What follows belongs to an exercise in optimizing a design on an open flow for a short achievable clock period and few clock cycles; a production flow would make more cautious choices.
RTL that was checked went through simulation tests only; none was proved equivalent to the original.
Power and IR drop assume default switching activity.

== before ==
// rtos_ctx
module rtos_ctx (
    input  logic        clk_i,
    input  logic        rst_n_i,
    input  logic [4:0]  raddr_i,
    output logic [31:0] rdata_o,
    input  logic [4:0]  wr_addr_i,
    input  logic [31:0] wr_data_i,
    input  logic        we_i,
    input  logic        trap_i,
    input  logic [31:0] trap_mepc_i,
    input  logic [31:0] trap_mstatus_i,
    input  logic        mret_i,
    output logic        mret_ready_o,
    output logic        busy_o,
    output logic [31:0] restore_mepc_o,
    output logic [31:0] restore_mstatus_o,
    output logic        restore_valid_o,
    input  logic        inst_en_i,
    input  logic [2:0]  inst_funct3_i,
    input  logic [2:0]  inst_id_i,
    input  logic [3:0]  inst_prio_i,
    output logic [31:0] inst_rd_o,
    output logic        inst_done_o,
    output logic [31:0] mem_addr_o,
    output logic [31:0] mem_wdata_o,
    output logic        mem_we_o,
    output logic        mem_valid_o,
    input  logic        mem_ready_i,
    input  logic        mem_rvalid_i,
    input  logic [31:0] mem_rdata_i
);
clock: 11.0 ns
lec_check: 0
abc_clock_period_in_ps: 5000
cap_margin: 20
core_margin: 2
core_utilization: 40
setup_slack_margin: 5
slew_margin: 20
tns_end_percent: 100
run.sh (not shown) runs the stock make flow with config.mk's settings and CLKGATE_MAP_FILE= SYNTH_SCRIPT=/design/flow/synth_recipe.tcl, a recipe that flattens the netlist after the stock synthesis.
[inputs] after vs before
- TNS_END_PERCENT: 100 -> unset
- ABC_CLOCK_PERIOD_IN_PS: 5000 -> unset
- SETUP_SLACK_MARGIN: 5 -> unset
Findings:
Changes observed in after relative to before: simple-gate share of the synthesized area was more or less identical; first-pass iteration count of the detailed router fell by 3. Relative to before, cell area has gone down in after. The number of cells upsized or downsized after cts reported for after is smaller than that of before by 95. When after is set beside before, its portion of total power attributed to combinational logic turns out to be 1.1 points smaller.
No run of this note included a check of the RTL's function; only the layout flow was run.

* * *

middle:
rtos_ctx, a different RTL version from the one above (not shown whole).
For scale: about 3,000 cells after synthesis, ~460 flip-flops, ~350 I/O pins, roughly 26,000 µm² of cells after synthesis.
export LEC_CHECK = 0
export ABC_CLOCK_PERIOD_IN_PS = 5000
export CAP_MARGIN = 20
export CORE_MARGIN = 2
export CORE_UTILIZATION = 40
export SETUP_SLACK_MARGIN = 5
export SLEW_MARGIN = 20
export TNS_END_PERCENT = 100
create_clock -name core_clock -period 11.0 [get_ports {clk_i}]
standard.sh (not shown) runs the stock make flow with config.mk's settings and CLKGATE_MAP_FILE= SYNTH_SCRIPT=/design/flow/synth_recipe.tcl, a recipe that flattens the netlist after the stock synthesis.
==> flow/flow/run.sh <==
#!/bin/bash
set -euo pipefail
bash standard.sh SETUP_SLACK_MARGIN=6.0 finish > standard_flow.log 2>&1
Testbench counts of middle, summed over its fixed seeds: cycles 11,851.
Here is what was changed in the inputs of north compared with middle.
==> flow/flow/run.sh <==
#!/bin/bash
set -euo pipefail
bash standard.sh SETUP_SLACK_MARGIN=6.6 finish > standard_flow.log 2>&1
[summary]
Core utilization of north is on par with middle.
Between middle and north, the post-detailed-routing wire length figures differ only marginally.
As far as fmax is concerned, north and middle perform about the same.

* * *

rtos_ctx again, from the RTL that the note above started with.
// rtos_ctx
module rtos_ctx (
    input  logic        clk_i,
    input  logic        rst_n_i,
    input  logic [4:0]  raddr_i,
    output logic [31:0] rdata_o,
    input  logic [4:0]  wr_addr_i,
    input  logic [31:0] wr_data_i,
    input  logic        we_i,
    input  logic        trap_i,
    input  logic [31:0] trap_mepc_i,
    input  logic [31:0] trap_mstatus_i,
    input  logic        mret_i,
    output logic        mret_ready_o,
    output logic        busy_o,
    output logic [31:0] restore_mepc_o,
    output logic [31:0] restore_mstatus_o,
    output logic        restore_valid_o,
    input  logic        inst_en_i,
    input  logic [2:0]  inst_funct3_i,
    input  logic [2:0]  inst_id_i,
    input  logic [3:0]  inst_prio_i,
    output logic [31:0] inst_rd_o,
    output logic        inst_done_o,
    output logic [31:0] mem_addr_o,
    output logic [31:0] mem_wdata_o,
    output logic        mem_we_o,
    output logic        mem_valid_o,
    input  logic        mem_ready_i,
    input  logic        mem_rvalid_i,
    input  logic [31:0] mem_rdata_i
);
Settings: LEC_CHECK=0, ABC_CLOCK_PERIOD_IN_PS=1500, CAP_MARGIN=20, CORE_MARGIN=2, CORE_UTILIZATION=40, SETUP_SLACK_MARGIN=5, SLEW_MARGIN=20, TNS_END_PERCENT=100; clock period 11.0 ns.
==> flow/flow/run.sh <==
#!/bin/bash
set -euo pipefail
bash standard.sh SETUP_SLACK_MARGIN=6.6 finish > standard_flow.log 2>&1
Testbench counts at the start, summed over its fixed seeds: cycles 11,851.
Rerun with:
==> flow/flow/run.sh (replaced) <==
#!/bin/bash
set -euo pipefail
bash standard.sh SETUP_SLACK_MARGIN=6.6 IO_CONSTRAINTS="$PWD/flow/io_rdport.tcl" finish > standard_flow.log 2>&1
==> flow/flow/io_rdport.tcl (new file) <==
# keep the cold-register read port (raddr_i in, rdata_o out) together on one edge
set rd_pins {}
foreach p [list raddr_i rdata_o] {
  foreach b [get_ports "${p}*"] { lappend rd_pins [get_name $b] }
}
set_io_pin_constraint -pin_names $rd_pins -region top:90-170
--- a/flow/config.mk
+++ b/flow/config.mk
@@ -7,3 +7,3 @@
 export LEC_CHECK = 0
-export ABC_CLOCK_PERIOD_IN_PS = 1500
+export ABC_CLOCK_PERIOD_IN_PS = 5000
 export CAP_MARGIN = 20
Core utilization goes up by 0.49 points.
Setup slack loses 0.028 ns.
Via count is about the same.
Clock skew stays flat.
Hold slack gets worse by 0.012 ns.

-- what the ideal ports hide --
How much do the figures lean on ideal ports? The routed layouts below were timed once more, with nothing changed but the port constraints.
Step 1 assumes that a clkbuf_16 drives the clock port and a buf_2 every other input.
Step 2 moves the port delays by t, midway between the first and last clock arrival at a register: inputs arrive t later, outputs are due t later. That takes back most of the time a late clock gives input paths.
Slacks: ideal / step 1 / step 2; pairs: ideal / step 1.
| run | shift t [ns] | setup WS [ns] | hold WS [ns] | clock arrival spread, ns |
|---|---|---|---|---|
| before | 0.668 | 4.911 / 4.750 / 4.750 | 0.459 / 0.459 / 0.459 | 0.031 / 0.030 |
| after | 0.666 | 3.189 / 3.142 / 3.142 | 0.463 / 0.463 / 0.463 | 0.036 / 0.036 |
| middle | 0.686 | 5.260 / 5.041 / 5.041 | 0.457 / 0.457 / 0.457 | 0.036 / 0.036 |
| north | 0.699 | 5.257 / 5.061 / 5.061 | 0.456 / 0.456 / 0.456 | 0.039 / 0.039 |
| the first run of note 3 | 0.699 | 5.257 / 5.061 / 5.061 | 0.456 / 0.456 / 0.456 | 0.039 / 0.039 |
| the second run of note 3 | 0.692 | 5.229 / 4.973 / 4.973 | 0.444 / 0.444 / 0.444 | 0.046 / 0.046 |
After both steps every run listed still meets setup and hold. For the second run of note 3, which loses most, drivers alone change the setup slack by -0.256 ns; drivers and shift together by -0.256 ns.
